What follows belongs to an exercise in optimizing a design on an open flow for small area and a short achievable clock period; a production flow would make more cautious choices.
Only simulation tests tie the RTL to the original design; equivalence was not proved.
Power is estimated from default activity; no workload was simulated.

==> flow/design.v (excerpt) <==
module rv_core_top (
    input  logic        clk,
    input  logic        rst_n,
    input  logic        halt,
    output logic [31:0] imem_addr,
    input  logic [31:0] imem_data,
    output logic        dmem_read_wrn,
    output logic [15:0] dmem_addr,
    output logic [31:0] dmem_wdata,
    input  logic [31:0] dmem_rdata,
    output logic        instr_retired,
    output logic        breakpoint_fired,
    output logic        finish_exec
);
Size in the first run: about 4100 cells after synthesis, about 60000 um^2 of cells after synthesis.
clock: 5.0 ns
lec_check: 0
cap_margin: 20
core_margin: 2
core_utilization: 40
cts_cluster_diameter: 80
cts_cluster_size: 24
place_density: 0.55
setup_slack_margin: 2.6
slew_margin: 20
synth_hierarchical: 1
synth_minimum_keep_size: 0
run.sh (not shown) runs the stock make flow with config.mk's settings and CLKGATE_MAP_FILE= SYNTH_SCRIPT=/design/flow/synth_recipe.tcl, a recipe that flattens the netlist after the stock synthesis.
==> next run, changes <==
--- a/flow/design.v
+++ b/flow/design.v
@@ -189,30 +189,17 @@
     wire        ext15 = !lu_m && dmem_rdata[15];
     logic [31:0] wdata_m;
     always_comb begin
         wdata_m[7:0]   = ld_m ? dmem_rdata[7:0] : res_m[7:0];
         wdata_m[15:8]  = lb_m ? {8{ext7}} : ld_m ? dmem_rdata[15:8] : res_m[15:8];
         wdata_m[31:16] = lb_m ? {16{ext7}} : lh_m ? {16{ext15}} : ld_m ? dmem_rdata[31:16] : res_m[31:16];
     end
-    logic [3:0]  weh_w;
-    logic [7:0]  wel_w;
-    logic [31:0] wdata_w;
-    always_ff @(posedge clk or negedge rst_n) begin
-        if (!rst_n)   weh_w <= 4'd0;
-        else if (run) weh_w <= weh_m;
-    end
-    always_ff @(posedge clk) begin
-        if (run) begin
-            wel_w   <= wel_m;
-            wdata_w <= wdata_m;
-        end
-    end
     for (genvar k = 1; k < 32; k++) begin : g_rf
         always_ff @(posedge clk) begin
-            if (weh_w[k / 8] && wel_w[k % 8]) regs[k] <= wdata_w;
+            if (weh_m[k / 8] && wel_m[k % 8]) regs[k] <= wdata_m;
         end
     end
     always_ff @(posedge clk or negedge rst_n) begin
         if (!rst_n) begin
             instr_retired    <= 1'b0;
             breakpoint_fired <= 1'b0;
             finish_exec      <= 1'b0;
Outcome: The new run passed the timing, design-rule and antenna checks. Hold slack gains 0.080 ns. Die area came out lower by 3.0%. Utilization came out lower by 0.12 points. Routed wire length came out lower by 4.3%. Sequential cell count came out lower by 44. Count of clock-buffer cells in the layout came out lower by 3.

--- another note on this design; it stands on its own ---

Design rv_core_top, start of the top module:
module rv_core_top (
    input  logic        clk,
    input  logic        rst_n,
    input  logic        halt,
    output logic [31:0] imem_addr,
    input  logic [31:0] imem_data,
    output logic        dmem_read_wrn,
    output logic [15:0] dmem_addr,
    output logic [31:0] dmem_wdata,
    input  logic [31:0] dmem_rdata,
    output logic        instr_retired,
    output logic        breakpoint_fired,
    output logic        finish_exec
);
make LEC_CHECK=0 CAP_MARGIN=20 CORE_MARGIN=2 CORE_UTILIZATION=48 CTS_CLUSTER_DIAMETER=80 CTS_CLUSTER_SIZE=24 PLACE_DENSITY=0.6 SETUP_SLACK_MARGIN=2.8 SLEW_MARGIN=20 SYNTH_HIERARCHICAL=1 SYNTH_MINIMUM_KEEP_SIZE=0 finish   # period 5.0 ns
run.sh (not shown) runs the stock make flow with config.mk's settings and CLKGATE_MAP_FILE= SYNTH_SCRIPT=/design/flow/synth_recipe.tcl, a recipe that flattens the netlist after the stock synthesis.
The starting point produced a clean layout.
Edit:
Settings changed: SETUP_SLACK_MARGIN 2.8 to 2.6.
After rerunning: Final area is lower by about 1%. Setup slack degrades by 0.045 ns. Via count is lower by 1.2%. Total power is lower by 0.41%.

========
rv_core_top again, from the RTL that the note above started with.
clock: 5.0 ns
lec_check: 0
cap_margin: 20
core_margin: 2
core_utilization: 48
cts_cluster_diameter: 80
cts_cluster_size: 24
place_density: 0.6
setup_slack_margin: 2.9
slew_margin: 20
synth_hierarchical: 1
synth_minimum_keep_size: 0
Rerun with:
Settings changed: SETUP_SLACK_MARGIN 2.9 to 2.7.
Final area shrinks by 1.9%; non-clock buffer count drops by 65; power drops by 1.5%; worst setup slack loses 0.041 ns; global-route usage shrinks by 0.59 points; combinational power came out lower by about 7%; clock skew went up by 0.0030 ns; via count falls by 1.2%.

## re-timing with driven ports
The results above use ideal ports. As a check the final layouts listed here were re-extracted and re-timed, cells and wires unchanged.
Step 1 sets driving cells, clkbuf_16 on the clock port and buf_2 on the other inputs (assumed; they add their load-dependent delay and slew).
Step 2 times the ports against the registers' clock, not the clock port: input delays grow and output delays shrink by t, the midpoint of the rising clock arrivals with the driver on.
Three values: ideal ports, drivers, drivers and shift; two values: the first two.
run | shift t [ns] | slack for setup (ns) | worst register clock-pin slew, ns
the first run of note 1 | 0.799 | 2.361 / 2.361 / 1.970 | 0.10 / 0.10
the second run of note 1 | 0.792 | 2.479 / 2.479 / 1.984 | 0.11 / 0.11
the first run of note 2 | 0.748 | 2.624 / 2.552 / 2.123 | 0.11 / 0.11
the second run of note 2 | 0.748 | 2.579 / 2.524 / 2.002 | 0.10 / 0.10
the first run of note 3 | 0.746 | 2.644 / 2.603 / 2.279 | 0.10 / 0.10
the second run of note 3 | 0.746 | 2.603 / 2.524 / 2.010 | 0.11 / 0.11
After both steps every run listed still meets setup and hold. The setup slack of the second run of note 3, which loses most, moves by -0.079 ns with the drivers and by -0.593 ns with both steps.
